What follows belongs to an exercise in optimizing a design on an open flow for small area, a short achievable clock period and few clock cycles per item; a production flow would make more cautious choices. Where RTL was checked, it was by simulation tests only, not by an equivalence proof against the original. No activity file was given, so power comes from the tool's default toggle rates.

==> run R: inputs <==
## mvm_accum
module mvm_accum (
    input  logic        clk,
    input  logic        rst,
    input  logic        clr,
    input  logic        s_valid,
    output logic        s_ready,
    input  logic [15:0] s_x,
    input  logic [47:0] s_w,
    output logic        m_valid,
    input  logic        m_ready,
    output logic [47:0] m_data,
    output logic [2:0]  m_ovf
);
Settings: LEC_CHECK=0, CAP_MARGIN=20, CORE_MARGIN=2, CORE_UTILIZATION=40, SLEW_MARGIN=20, SYNTH_HIERARCHICAL=1; clock period 9.0 ns.
standard.sh (not shown) runs the stock make flow with config.mk's settings and CLKGATE_MAP_FILE= SYNTH_SCRIPT=/design/flow/synth_recipe.tcl, a recipe that flattens the netlist after the stock synthesis.
==> flow/flow/run.sh <==
#!/bin/bash
set -euo pipefail
mapfile -t KNOBS < <(grep -v '^\s*\(#\|$\)' flow/knobs.txt)
bash standard.sh "${KNOBS[@]}" finish > orfs_make.log 2>&1
==> flow/flow/knobs.txt <==
SETUP_SLACK_MARGIN=5.8
MATCH_CELL_FOOTPRINT=0
BUFFER_PORTS_ARGS=-buffer_cell sky130_fd_sc_hd__buf_2
==> run P: changes against run R <==
--- a/flow/design.v
+++ b/flow/design.v
@@ -22,19 +22,19 @@
 );
     localparam logic [32:0] K = 33'h100010800;   
     logic        first, v;
     logic [7:0]  bneg, bone, btwo;
     logic [15:0] w;
     always_ff @(posedge clk) begin
         v     <= acc_b;
         first <= first_b;
-        bneg  <= eneg & {8{acc_b}};
-        bone  <= eone & {8{acc_b}};
-        btwo  <= etwo & {8{acc_b}};
+        bneg  <= eneg;
+        bone  <= eone;
+        btwo  <= etwo;
         w     <= w_in;
     end
     logic [32:0] acc_s, acc_c;
     logic [32:0] as_i, ac_i;
     logic [32:0] ns, nc;
     assign as_i = first ? K : acc_s;
     assign ac_i = first ? 33'd0 : acc_c;
     wire [16:0] pp0;
@@ -127,25 +127,25 @@
     mvm_fa u_t31 (.a(pp3[9]), .b(pp4[7]), .c(pp5[5]), .s(t31s), .co(t31c));
     wire t32s, t32c;
     mvm_fa u_t32 (.a(pp6[3]), .b(pp7[1]), .c(h3c), .s(t32s), .co(t32c));
     wire t33s, t33c;
     mvm_fa u_t33 (.a(h5s), .b(t4s), .c(t2c), .s(t33s), .co(t33c));
     wire t34s, t34c;
     mvm_fa u_t34 (.a(pp3[10]), .b(pp4[8]), .c(pp5[6]), .s(t34s), .co(t34c));
     wire t35s, t35c;
-    mvm_fa u_t35 (.a(pp6[4]), .b(pp7[2]), .c(h5c), .s(t35s), .co(t35c));
+    mvm_ffa u_t35 (.a(pp6[4]), .b(pp7[2]), .c(h5c), .s(t35s), .co(t35c));
     wire t36s, t36c;
-    mvm_fa u_t36 (.a(h7s), .b(t6s), .c(t4c), .s(t36s), .co(t36c));
+    mvm_ffa u_t36 (.a(h7s), .b(t6s), .c(t4c), .s(t36s), .co(t36c));
     wire t37s, t37c;
     mvm_fa u_t37 (.a(pp2[13]), .b(pp3[11]), .c(pp4[9]), .s(t37s), .co(t37c));
     wire t38s, t38c;
     mvm_fa u_t38 (.a(pp5[7]), .b(pp6[5]), .c(pp7[3]), .s(t38s), .co(t38c));
     wire t39s, t39c;
-    mvm_fa u_t39 (.a(h7c), .b(t8s), .c(t6c), .s(t39s), .co(t39c));
+    mvm_ffa u_t39 (.a(h7c), .b(t8s), .c(t6c), .s(t39s), .co(t39c));
     wire t40s, t40c;
     mvm_fa u_t40 (.a(pp1[16]), .b(pp2[14]), .c(pp3[12]), .s(t40s), .co(t40c));
     wire t41s, t41c;
     mvm_fa u_t41 (.a(pp4[10]), .b(pp5[8]), .c(pp6[6]), .s(t41s), .co(t41c));
     wire t42s, t42c;
     mvm_fa u_t42 (.a(pp7[4]), .b(h9s), .c(t8c), .s(t42s), .co(t42c));
     wire t43s, t43c;
     mvm_fa u_t43 (.a(as_i[19]), .b(ac_i[19]), .c(pp2[15]), .s(t43s), .co(t43c));
@@ -213,37 +213,37 @@
     mvm_fa u_t74 (.a(t19c), .b(t20c), .c(t24s), .s(t74s), .co(t74c));
     wire t75s, t75c;
     mvm_fa u_t75 (.a(t25s), .b(t26s), .c(t22c), .s(t75s), .co(t75c));
     wire t76s, t76c;
     mvm_fa u_t76 (.a(t23c), .b(t27s), .c(t24c), .s(t76s), .co(t76c));
     wire t77s, t77c;
     mvm_fa u_t77 (.a(t28s), .b(t29s), .c(t25c), .s(t77s), .co(t77c));
     wire t78s, t78c;
-    mvm_fa u_t78 (.a(t26c), .b(t27c), .c(t30s), .s(t78s), .co(t78c));
+    mvm_ffa u_t78 (.a(t26c), .b(t27c), .c(t30s), .s(t78s), .co(t78c));
     wire t79s, t79c;
     mvm_fa u_t79 (.a(t31s), .b(t28c), .c(t29c), .s(t79s), .co(t79c));
     wire t80s, t80c;
-    mvm_fa u_t80 (.a(t32s), .b(t33s), .c(t30c), .s(t80s), .co(t80c));
+    mvm_ffa u_t80 (.a(t32s), .b(t33s), .c(t30c), .s(t80s), .co(t80c));
     wire t81s, t81c;
     mvm_fa u_t81 (.a(t34s), .b(t31c), .c(t35s), .s(t81s), .co(t81c));
     wire t82s, t82c;
-    mvm_fa u_t82 (.a(t32c), .b(t36s), .c(t33c), .s(t82s), .co(t82c));
+    mvm_ffa u_t82 (.a(t32c), .b(t36s), .c(t33c), .s(t82s), .co(t82c));
     wire t83s, t83c;
     mvm_fa u_t83 (.a(t37s), .b(t38s), .c(t34c), .s(t83s), .co(t83c));
     wire t84s, t84c;
-    mvm_fa u_t84 (.a(t35c), .b(t39s), .c(t36c), .s(t84s), .co(t84c));
+    mvm_ffa u_t84 (.a(t35c), .b(t39s), .c(t36c), .s(t84s), .co(t84c));
     wire t85s, t85c;
     mvm_fa u_t85 (.a(t40s), .b(t41s), .c(t37c), .s(t85s), .co(t85c));
     wire t86s, t86c;
-    mvm_fa u_t86 (.a(t38c), .b(t42s), .c(t39c), .s(t86s), .co(t86c));
+    mvm_ffa u_t86 (.a(t38c), .b(t42s), .c(t39c), .s(t86s), .co(t86c));
     wire t87s, t87c;
     mvm_fa u_t87 (.a(t43s), .b(t44s), .c(t40c), .s(t87s), .co(t87c));
     wire t88s, t88c;
-    mvm_fa u_t88 (.a(t41c), .b(t45s), .c(t42c), .s(t88s), .co(t88c));
+    mvm_ffa u_t88 (.a(t41c), .b(t45s), .c(t42c), .s(t88s), .co(t88c));
     wire t89s, t89c;
     mvm_fa u_t89 (.a(h48s), .b(t46s), .c(t47s), .s(t89s), .co(t89c));
     wire t90s, t90c;
     mvm_fa u_t90 (.a(t43c), .b(t44c), .c(t45c), .s(t90s), .co(t90c));
     wire t91s, t91c;
     mvm_fa u_t91 (.a(pp7[7]), .b(h48c), .c(t49s), .s(t91s), .co(t91c));
     wire t92s, t92c;
     mvm_fa u_t92 (.a(t50s), .b(t46c), .c(t47c), .s(t92s), .co(t92c));
@@ -291,33 +291,33 @@
     mvm_fa u_t113 (.a(t65s), .b(t63c), .c(t64c), .s(t113s), .co(t113c));
     wire t114s, t114c;
     mvm_fa u_t114 (.a(t65c), .b(t67s), .c(t68s), .s(t114s), .co(t114c));
     wire t115s, t115c;
     mvm_fa u_t115 (.a(t69s), .b(t67c), .c(t68c), .s(t115s), .co(t115c));
     wire t116s, t116c;
     mvm_fa u_t116 (.a(t71s), .b(t69c), .c(t72s), .s(t116s), .co(t116c));
     wire t117s, t117c;
-    mvm_fa u_t117 (.a(t71c), .b(t73s), .c(t74s), .s(t117s), .co(t117c));
+    mvm_ffa u_t117 (.a(t71c), .b(t73s), .c(t74s), .s(t117s), .co(t117c));
     wire t118s, t118c;
-    mvm_fa u_t118 (.a(t75s), .b(t73c), .c(t74c), .s(t118s), .co(t118c));
+    mvm_ffa u_t118 (.a(t75s), .b(t73c), .c(t74c), .s(t118s), .co(t118c));
     wire t119s, t119c;
     mvm_ffa u_t119 (.a(t77s), .b(t75c), .c(t78s), .s(t119s), .co(t119c));
     wire t120s, t120c;
     mvm_ffa u_t120 (.a(t79s), .b(t77c), .c(t80s), .s(t120s), .co(t120c));
     wire t121s, t121c;
     mvm_ffa u_t121 (.a(t81s), .b(t79c), .c(t82s), .s(t121s), .co(t121c));
     wire t122s, t122c;
     mvm_ffa u_t122 (.a(t83s), .b(t81c), .c(t84s), .s(t122s), .co(t122c));
     wire t123s, t123c;
     mvm_ffa u_t123 (.a(t85s), .b(t83c), .c(t86s), .s(t123s), .co(t123c));
     wire t124s, t124c;
     mvm_ffa u_t124 (.a(t87s), .b(t85c), .c(t88s), .s(t124s), .co(t124c));
     wire t125s, t125c;
-    mvm_fa u_t125 (.a(t89s), .b(t87c), .c(t90s), .s(t125s), .co(t125c));
+    mvm_ffa u_t125 (.a(t89s), .b(t87c), .c(t90s), .s(t125s), .co(t125c));
     wire t126s, t126c;
     mvm_fa u_t126 (.a(t91s), .b(t92s), .c(t89c), .s(t126s), .co(t126c));
     wire t127s, t127c;
     mvm_fa u_t127 (.a(t93s), .b(t91c), .c(t94s), .s(t127s), .co(t127c));
     wire t128s, t128c;
     mvm_fa u_t128 (.a(t95s), .b(t96s), .c(t93c), .s(t128s), .co(t128c));
     wire t129s, t129c;
     mvm_fa u_t129 (.a(t97s), .b(t95c), .c(t98s), .s(t129s), .co(t129c));
@@ -349,21 +349,21 @@
     mvm_fa u_t142 (.a(t62s), .b(t110c), .c(t111s), .s(t142s), .co(t142c));
     wire t143s, t143c;
     mvm_fa u_t143 (.a(t62c), .b(t112s), .c(t111c), .s(t143s), .co(t143c));
     wire t144s, t144c;
     mvm_fa u_t144 (.a(t66s), .b(t113s), .c(t112c), .s(t144s), .co(t144c));
     wire t145s, t145c;
     mvm_fa u_t145 (.a(t66c), .b(t114s), .c(t113c), .s(t145s), .co(t145c));
     wire t146s, t146c;
-    mvm_fa u_t146 (.a(t70s), .b(t115s), .c(t114c), .s(t146s), .co(t146c));
+    mvm_ffa u_t146 (.a(t70s), .b(t115s), .c(t114c), .s(t146s), .co(t146c));
     wire t147s, t147c;
-    mvm_fa u_t147 (.a(t70c), .b(t116s), .c(t115c), .s(t147s), .co(t147c));
+    mvm_ffa u_t147 (.a(t70c), .b(t116s), .c(t115c), .s(t147s), .co(t147c));
     wire t148s, t148c;
-    mvm_fa u_t148 (.a(t72c), .b(t117s), .c(t116c), .s(t148s), .co(t148c));
+    mvm_ffa u_t148 (.a(t72c), .b(t117s), .c(t116c), .s(t148s), .co(t148c));
     wire t149s, t149c;
     mvm_ffa u_t149 (.a(t76s), .b(t118s), .c(t117c), .s(t149s), .co(t149c));
     wire t150s, t150c;
     mvm_ffa u_t150 (.a(t76c), .b(t119s), .c(t118c), .s(t150s), .co(t150c));
     wire t151s, t151c;
     mvm_ffa u_t151 (.a(t78c), .b(t120s), .c(t119c), .s(t151s), .co(t151c));
     wire t152s, t152c;
     mvm_ffa u_t152 (.a(t80c), .b(t121s), .c(t120c), .s(t152s), .co(t152c));
@@ -375,21 +375,21 @@
     mvm_ffa u_t155 (.a(t86c), .b(t124s), .c(t123c), .s(t155s), .co(t155c));
     wire t156s, t156c;
     mvm_ffa u_t156 (.a(t125s), .b(t88c), .c(t124c), .s(t156s), .co(t156c));
     wire t157s, t157c;
     mvm_ffa u_t157 (.a(t90c), .b(t126s), .c(t125c), .s(t157s), .co(t157c));
     wire t158s, t158c;
     mvm_ffa u_t158 (.a(t92c), .b(t127s), .c(t126c), .s(t158s), .co(t158c));
     wire t159s, t159c;
-    mvm_fa u_t159 (.a(t94c), .b(t128s), .c(t127c), .s(t159s), .co(t159c));
+    mvm_ffa u_t159 (.a(t94c), .b(t128s), .c(t127c), .s(t159s), .co(t159c));
     wire t160s, t160c;
-    mvm_fa u_t160 (.a(t96c), .b(t129s), .c(t128c), .s(t160s), .co(t160c));
+    mvm_ffa u_t160 (.a(t96c), .b(t129s), .c(t128c), .s(t160s), .co(t160c));
     wire t161s, t161c;
-    mvm_fa u_t161 (.a(t130s), .b(t98c), .c(t129c), .s(t161s), .co(t161c));
+    mvm_ffa u_t161 (.a(t130s), .b(t98c), .c(t129c), .s(t161s), .co(t161c));
     wire t162s, t162c;
     mvm_fa u_t162 (.a(t100c), .b(t131s), .c(t130c), .s(t162s), .co(t162c));
     wire t163s, t163c;
     mvm_fa u_t163 (.a(t101c), .b(t132s), .c(t131c), .s(t163s), .co(t163c));
     wire t164s, t164c;
     mvm_fa u_t164 (.a(t103c), .b(t133s), .c(t132c), .s(t164s), .co(t164c));
     wire t165s, t165c;
     mvm_fa u_t165 (.a(h104c), .b(t134s), .c(t133c), .s(t165s), .co(t165c));
@@ -718,18 +718,18 @@
             s_busy  <= (bc_n == 2'd0) & (mval_n | afull_n);
         end
     end
     for (genvar l = 0; l < 3; l++) begin : g_lane
         mvm_lane u_lane (
             .clk    (clk),
             .acc_b  (acc_b),
             .first_b(acc_b & (bc == 2'd0)),
-            .eneg   (eneg),
-            .eone   (eone),
-            .etwo   (etwo),
+            .eneg   (eneg & {8{acc_b}}),
+            .eone   (eone & {8{acc_b}}),
+            .etwo   (etwo & {8{acc_b}}),
             .w_in   (s_w[(2-l)*16 +: 16]),
             .o_load (o_load),
             .data   (m_data[(2-l)*16 +: 16]),
             .ovf    (m_ovf[l])
         );
     end
 endmodule
CTS_CLUSTER_SIZE = 40   (was unset)
==> run G: changes against run R <==
--- a/flow/design.v
+++ b/flow/design.v
@@ -22,19 +22,19 @@
 );
     localparam logic [32:0] K = 33'h100010800;   
     logic        first, v;
     logic [7:0]  bneg, bone, btwo;
     logic [15:0] w;
     always_ff @(posedge clk) begin
         v     <= acc_b;
         first <= first_b;
-        bneg  <= eneg & {8{acc_b}};
-        bone  <= eone & {8{acc_b}};
-        btwo  <= etwo & {8{acc_b}};
+        bneg  <= eneg;
+        bone  <= eone;
+        btwo  <= etwo;
         w     <= w_in;
     end
     logic [32:0] acc_s, acc_c;
     logic [32:0] as_i, ac_i;
     logic [32:0] ns, nc;
     assign as_i = first ? K : acc_s;
     assign ac_i = first ? 33'd0 : acc_c;
     wire [16:0] pp0;
@@ -127,25 +127,25 @@
     mvm_fa u_t31 (.a(pp3[9]), .b(pp4[7]), .c(pp5[5]), .s(t31s), .co(t31c));
     wire t32s, t32c;
     mvm_fa u_t32 (.a(pp6[3]), .b(pp7[1]), .c(h3c), .s(t32s), .co(t32c));
     wire t33s, t33c;
     mvm_fa u_t33 (.a(h5s), .b(t4s), .c(t2c), .s(t33s), .co(t33c));
     wire t34s, t34c;
     mvm_fa u_t34 (.a(pp3[10]), .b(pp4[8]), .c(pp5[6]), .s(t34s), .co(t34c));
     wire t35s, t35c;
-    mvm_fa u_t35 (.a(pp6[4]), .b(pp7[2]), .c(h5c), .s(t35s), .co(t35c));
+    mvm_ffa u_t35 (.a(pp6[4]), .b(pp7[2]), .c(h5c), .s(t35s), .co(t35c));
     wire t36s, t36c;
-    mvm_fa u_t36 (.a(h7s), .b(t6s), .c(t4c), .s(t36s), .co(t36c));
+    mvm_ffa u_t36 (.a(h7s), .b(t6s), .c(t4c), .s(t36s), .co(t36c));
     wire t37s, t37c;
     mvm_fa u_t37 (.a(pp2[13]), .b(pp3[11]), .c(pp4[9]), .s(t37s), .co(t37c));
     wire t38s, t38c;
     mvm_fa u_t38 (.a(pp5[7]), .b(pp6[5]), .c(pp7[3]), .s(t38s), .co(t38c));
     wire t39s, t39c;
-    mvm_fa u_t39 (.a(h7c), .b(t8s), .c(t6c), .s(t39s), .co(t39c));
+    mvm_ffa u_t39 (.a(h7c), .b(t8s), .c(t6c), .s(t39s), .co(t39c));
     wire t40s, t40c;
     mvm_fa u_t40 (.a(pp1[16]), .b(pp2[14]), .c(pp3[12]), .s(t40s), .co(t40c));
     wire t41s, t41c;
     mvm_fa u_t41 (.a(pp4[10]), .b(pp5[8]), .c(pp6[6]), .s(t41s), .co(t41c));
     wire t42s, t42c;
     mvm_fa u_t42 (.a(pp7[4]), .b(h9s), .c(t8c), .s(t42s), .co(t42c));
     wire t43s, t43c;
     mvm_fa u_t43 (.a(as_i[19]), .b(ac_i[19]), .c(pp2[15]), .s(t43s), .co(t43c));
@@ -213,37 +213,37 @@
     mvm_fa u_t74 (.a(t19c), .b(t20c), .c(t24s), .s(t74s), .co(t74c));
     wire t75s, t75c;
     mvm_fa u_t75 (.a(t25s), .b(t26s), .c(t22c), .s(t75s), .co(t75c));
     wire t76s, t76c;
     mvm_fa u_t76 (.a(t23c), .b(t27s), .c(t24c), .s(t76s), .co(t76c));
     wire t77s, t77c;
     mvm_fa u_t77 (.a(t28s), .b(t29s), .c(t25c), .s(t77s), .co(t77c));
     wire t78s, t78c;
-    mvm_fa u_t78 (.a(t26c), .b(t27c), .c(t30s), .s(t78s), .co(t78c));
+    mvm_ffa u_t78 (.a(t26c), .b(t27c), .c(t30s), .s(t78s), .co(t78c));
     wire t79s, t79c;
     mvm_fa u_t79 (.a(t31s), .b(t28c), .c(t29c), .s(t79s), .co(t79c));
     wire t80s, t80c;
-    mvm_fa u_t80 (.a(t32s), .b(t33s), .c(t30c), .s(t80s), .co(t80c));
+    mvm_ffa u_t80 (.a(t32s), .b(t33s), .c(t30c), .s(t80s), .co(t80c));
     wire t81s, t81c;
     mvm_fa u_t81 (.a(t34s), .b(t31c), .c(t35s), .s(t81s), .co(t81c));
     wire t82s, t82c;
-    mvm_fa u_t82 (.a(t32c), .b(t36s), .c(t33c), .s(t82s), .co(t82c));
+    mvm_ffa u_t82 (.a(t32c), .b(t36s), .c(t33c), .s(t82s), .co(t82c));
     wire t83s, t83c;
     mvm_fa u_t83 (.a(t37s), .b(t38s), .c(t34c), .s(t83s), .co(t83c));
     wire t84s, t84c;
-    mvm_fa u_t84 (.a(t35c), .b(t39s), .c(t36c), .s(t84s), .co(t84c));
+    mvm_ffa u_t84 (.a(t35c), .b(t39s), .c(t36c), .s(t84s), .co(t84c));
     wire t85s, t85c;
     mvm_fa u_t85 (.a(t40s), .b(t41s), .c(t37c), .s(t85s), .co(t85c));
     wire t86s, t86c;
-    mvm_fa u_t86 (.a(t38c), .b(t42s), .c(t39c), .s(t86s), .co(t86c));
+    mvm_ffa u_t86 (.a(t38c), .b(t42s), .c(t39c), .s(t86s), .co(t86c));
     wire t87s, t87c;
     mvm_fa u_t87 (.a(t43s), .b(t44s), .c(t40c), .s(t87s), .co(t87c));
     wire t88s, t88c;
-    mvm_fa u_t88 (.a(t41c), .b(t45s), .c(t42c), .s(t88s), .co(t88c));
+    mvm_ffa u_t88 (.a(t41c), .b(t45s), .c(t42c), .s(t88s), .co(t88c));
     wire t89s, t89c;
     mvm_fa u_t89 (.a(h48s), .b(t46s), .c(t47s), .s(t89s), .co(t89c));
     wire t90s, t90c;
     mvm_fa u_t90 (.a(t43c), .b(t44c), .c(t45c), .s(t90s), .co(t90c));
     wire t91s, t91c;
     mvm_fa u_t91 (.a(pp7[7]), .b(h48c), .c(t49s), .s(t91s), .co(t91c));
     wire t92s, t92c;
     mvm_fa u_t92 (.a(t50s), .b(t46c), .c(t47c), .s(t92s), .co(t92c));
@@ -291,33 +291,33 @@
     mvm_fa u_t113 (.a(t65s), .b(t63c), .c(t64c), .s(t113s), .co(t113c));
     wire t114s, t114c;
     mvm_fa u_t114 (.a(t65c), .b(t67s), .c(t68s), .s(t114s), .co(t114c));
     wire t115s, t115c;
     mvm_fa u_t115 (.a(t69s), .b(t67c), .c(t68c), .s(t115s), .co(t115c));
     wire t116s, t116c;
     mvm_fa u_t116 (.a(t71s), .b(t69c), .c(t72s), .s(t116s), .co(t116c));
     wire t117s, t117c;
-    mvm_fa u_t117 (.a(t71c), .b(t73s), .c(t74s), .s(t117s), .co(t117c));
+    mvm_ffa u_t117 (.a(t71c), .b(t73s), .c(t74s), .s(t117s), .co(t117c));
     wire t118s, t118c;
-    mvm_fa u_t118 (.a(t75s), .b(t73c), .c(t74c), .s(t118s), .co(t118c));
+    mvm_ffa u_t118 (.a(t75s), .b(t73c), .c(t74c), .s(t118s), .co(t118c));
     wire t119s, t119c;
     mvm_ffa u_t119 (.a(t77s), .b(t75c), .c(t78s), .s(t119s), .co(t119c));
     wire t120s, t120c;
     mvm_ffa u_t120 (.a(t79s), .b(t77c), .c(t80s), .s(t120s), .co(t120c));
     wire t121s, t121c;
     mvm_ffa u_t121 (.a(t81s), .b(t79c), .c(t82s), .s(t121s), .co(t121c));
     wire t122s, t122c;
     mvm_ffa u_t122 (.a(t83s), .b(t81c), .c(t84s), .s(t122s), .co(t122c));
     wire t123s, t123c;
     mvm_ffa u_t123 (.a(t85s), .b(t83c), .c(t86s), .s(t123s), .co(t123c));
     wire t124s, t124c;
     mvm_ffa u_t124 (.a(t87s), .b(t85c), .c(t88s), .s(t124s), .co(t124c));
     wire t125s, t125c;
-    mvm_fa u_t125 (.a(t89s), .b(t87c), .c(t90s), .s(t125s), .co(t125c));
+    mvm_ffa u_t125 (.a(t89s), .b(t87c), .c(t90s), .s(t125s), .co(t125c));
     wire t126s, t126c;
     mvm_fa u_t126 (.a(t91s), .b(t92s), .c(t89c), .s(t126s), .co(t126c));
     wire t127s, t127c;
     mvm_fa u_t127 (.a(t93s), .b(t91c), .c(t94s), .s(t127s), .co(t127c));
     wire t128s, t128c;
     mvm_fa u_t128 (.a(t95s), .b(t96s), .c(t93c), .s(t128s), .co(t128c));
     wire t129s, t129c;
     mvm_fa u_t129 (.a(t97s), .b(t95c), .c(t98s), .s(t129s), .co(t129c));
@@ -349,21 +349,21 @@
     mvm_fa u_t142 (.a(t62s), .b(t110c), .c(t111s), .s(t142s), .co(t142c));
     wire t143s, t143c;
     mvm_fa u_t143 (.a(t62c), .b(t112s), .c(t111c), .s(t143s), .co(t143c));
     wire t144s, t144c;
     mvm_fa u_t144 (.a(t66s), .b(t113s), .c(t112c), .s(t144s), .co(t144c));
     wire t145s, t145c;
     mvm_fa u_t145 (.a(t66c), .b(t114s), .c(t113c), .s(t145s), .co(t145c));
     wire t146s, t146c;
-    mvm_fa u_t146 (.a(t70s), .b(t115s), .c(t114c), .s(t146s), .co(t146c));
+    mvm_ffa u_t146 (.a(t70s), .b(t115s), .c(t114c), .s(t146s), .co(t146c));
     wire t147s, t147c;
-    mvm_fa u_t147 (.a(t70c), .b(t116s), .c(t115c), .s(t147s), .co(t147c));
+    mvm_ffa u_t147 (.a(t70c), .b(t116s), .c(t115c), .s(t147s), .co(t147c));
     wire t148s, t148c;
-    mvm_fa u_t148 (.a(t72c), .b(t117s), .c(t116c), .s(t148s), .co(t148c));
+    mvm_ffa u_t148 (.a(t72c), .b(t117s), .c(t116c), .s(t148s), .co(t148c));
     wire t149s, t149c;
     mvm_ffa u_t149 (.a(t76s), .b(t118s), .c(t117c), .s(t149s), .co(t149c));
     wire t150s, t150c;
     mvm_ffa u_t150 (.a(t76c), .b(t119s), .c(t118c), .s(t150s), .co(t150c));
     wire t151s, t151c;
     mvm_ffa u_t151 (.a(t78c), .b(t120s), .c(t119c), .s(t151s), .co(t151c));
     wire t152s, t152c;
     mvm_ffa u_t152 (.a(t80c), .b(t121s), .c(t120c), .s(t152s), .co(t152c));
@@ -375,21 +375,21 @@
     mvm_ffa u_t155 (.a(t86c), .b(t124s), .c(t123c), .s(t155s), .co(t155c));
     wire t156s, t156c;
     mvm_ffa u_t156 (.a(t125s), .b(t88c), .c(t124c), .s(t156s), .co(t156c));
     wire t157s, t157c;
     mvm_ffa u_t157 (.a(t90c), .b(t126s), .c(t125c), .s(t157s), .co(t157c));
     wire t158s, t158c;
     mvm_ffa u_t158 (.a(t92c), .b(t127s), .c(t126c), .s(t158s), .co(t158c));
     wire t159s, t159c;
-    mvm_fa u_t159 (.a(t94c), .b(t128s), .c(t127c), .s(t159s), .co(t159c));
+    mvm_ffa u_t159 (.a(t94c), .b(t128s), .c(t127c), .s(t159s), .co(t159c));
     wire t160s, t160c;
-    mvm_fa u_t160 (.a(t96c), .b(t129s), .c(t128c), .s(t160s), .co(t160c));
+    mvm_ffa u_t160 (.a(t96c), .b(t129s), .c(t128c), .s(t160s), .co(t160c));
     wire t161s, t161c;
-    mvm_fa u_t161 (.a(t130s), .b(t98c), .c(t129c), .s(t161s), .co(t161c));
+    mvm_ffa u_t161 (.a(t130s), .b(t98c), .c(t129c), .s(t161s), .co(t161c));
     wire t162s, t162c;
     mvm_fa u_t162 (.a(t100c), .b(t131s), .c(t130c), .s(t162s), .co(t162c));
     wire t163s, t163c;
     mvm_fa u_t163 (.a(t101c), .b(t132s), .c(t131c), .s(t163s), .co(t163c));
     wire t164s, t164c;
     mvm_fa u_t164 (.a(t103c), .b(t133s), .c(t132c), .s(t164s), .co(t164c));
     wire t165s, t165c;
     mvm_fa u_t165 (.a(h104c), .b(t134s), .c(t133c), .s(t165s), .co(t165c));
@@ -718,18 +718,18 @@
             s_busy  <= (bc_n == 2'd0) & (mval_n | afull_n);
         end
     end
     for (genvar l = 0; l < 3; l++) begin : g_lane
         mvm_lane u_lane (
             .clk    (clk),
             .acc_b  (acc_b),
             .first_b(acc_b & (bc == 2'd0)),
-            .eneg   (eneg),
-            .eone   (eone),
-            .etwo   (etwo),
+            .eneg   (eneg & {8{acc_b}}),
+            .eone   (eone & {8{acc_b}}),
+            .etwo   (etwo & {8{acc_b}}),
             .w_in   (s_w[(2-l)*16 +: 16]),
             .o_load (o_load),
             .data   (m_data[(2-l)*16 +: 16]),
             .ovf    (m_ovf[l])
         );
     end
 endmodule
==> flow/flow/knobs.txt (replaced) <==
SETUP_SLACK_MARGIN=5.95
MATCH_CELL_FOOTPRINT=0
BUFFER_PORTS_ARGS=-buffer_cell sky130_fd_sc_hd__buf_2
CTS_ARGS=-sink_clustering_enable -repair_clock_nets -buf_list sky130_fd_sc_hd__clkbuf_16 -root_buf sky130_fd_sc_hd__clkbuf_16 -sink_clustering_buffer sky130_fd_sc_hd__clkbuf_16 -sink_buffer_max_cap_derate 0.04 -sink_clustering_size 30 -sink_clustering_max_diameter 120
==> results.txt <==
Clock Latency Late Sink 0.61 ns; worst setup path class register to register; met2 routed WL 39,090 um; result of the run no timing/DRC/antenna violations; filler cell count roughly 7,500; adder and majority cell fraction of the synthesized area between 30% and 40%; worst rel slew slack 44.67%; met3 Resource Use GR 4.688%; Die Y-Extent approximately 290 um; share of synthesized area occupied by flip-flops and latches 24.97%; Fin Hold WS 0.5338 ns
That was run R.
==> results.txt <==
result of the run no timing/DRC/antenna violations; CTS buffer count 50; worst setup path class register to register; highest signal layer in the routed design met5; part of the power in combinational logic 58.2%; Fin Hold WS between 0.5 and 0.6 ns; share of synthesized area occupied by flip-flops and latches 24.88%; met2 routed WL ~37,000 um; reg-to-reg endpoint g_lane[1].u_lane.acc_c[9]; worst rel slew slack around 50%; via/cell ratio 5.358; power consumed by the clock network ~0.0022 W; met3 Resource Use GR 4.543%; Clock Latency Late Sink between 0.6 and 0.7 ns; internal power 0.007048 W; grt met1 use a little over a quarter; commonest non-fill, non-tap cell in the layout xnor2_1; adder and majority cell fraction of the synthesized area 30.42%; Die Y-Extent 290.9 um
That was run P.
==> results.txt <==
worst rel slew slack 53.93%; fraction of area in multi-input gates 65.88%; post-route clock skew between 0.04 and 0.05 ns; met3 Resource Use GR 3.405%; number of sinks on the clock net between 300 and 400; Clock Latency Late Sink 0.60 ns; Fin Hold WS 0.5385 ns; met2 routed WL 38,230 um; sequential group power 0.00270 W; share of synthesized area occupied by flip-flops and latches 24.88%; worst setup path class register to output pin; Die Y-Extent 290.9 um; adder and majority cell fraction of the synthesized area 30.42%; ANT nets after route 0; worst-case setup margin in the final layout 5.990 ns; Signal buf overhead 4.292%; result of the run no timing/DRC/antenna violations; filler cell count roughly 7,800; area taken by flip-flops and latches 0.008583 sq mm; power dissipated by switching net loads 0.004598 W
That was run G.
Testbench counts of run P, summed over its fixed seeds: cycles 3,624, items 1,200.
Testbench counts of run G, summed over its fixed seeds: cycles 3,624, items 1,200.
No functional check of the RTL was part of run R.

-- what the ideal ports hide --
The results above use ideal ports. As a check the final layouts listed here were re-extracted and re-timed, cells and wires unchanged.
Step 1 sets driving cells, clkbuf_16 on the clock port and buf_2 on the other inputs (assumed; they add their load-dependent delay and slew).
Step 2, shift: input delay + t, output delay - t, t = (earliest + latest rising clock arrival at the registers) / 2. This alone moves slack from input paths to output paths.
Slacks: ideal / step 1 / step 2; pairs: ideal / step 1.
run	shift t [ns]	setup WS [ns]	hold slack, ns	slew at the worst register clock pin (ns)
run R	0.668	5.876 / 5.876 / 5.876	0.534 / 0.534 / 0.534	0.06 / 0.06
run P	0.661	5.892 / 5.892 / 5.699	0.512 / 0.512 / 0.512	0.07 / 0.07
run G	0.643	5.990 / 5.927 / 5.701	0.538 / 0.538 / 0.538	0.12 / 0.12
After both steps every run listed still meets setup and hold. The setup slack of run G, which loses most, moves by -0.063 ns with the drivers and by -0.289 ns with both steps.
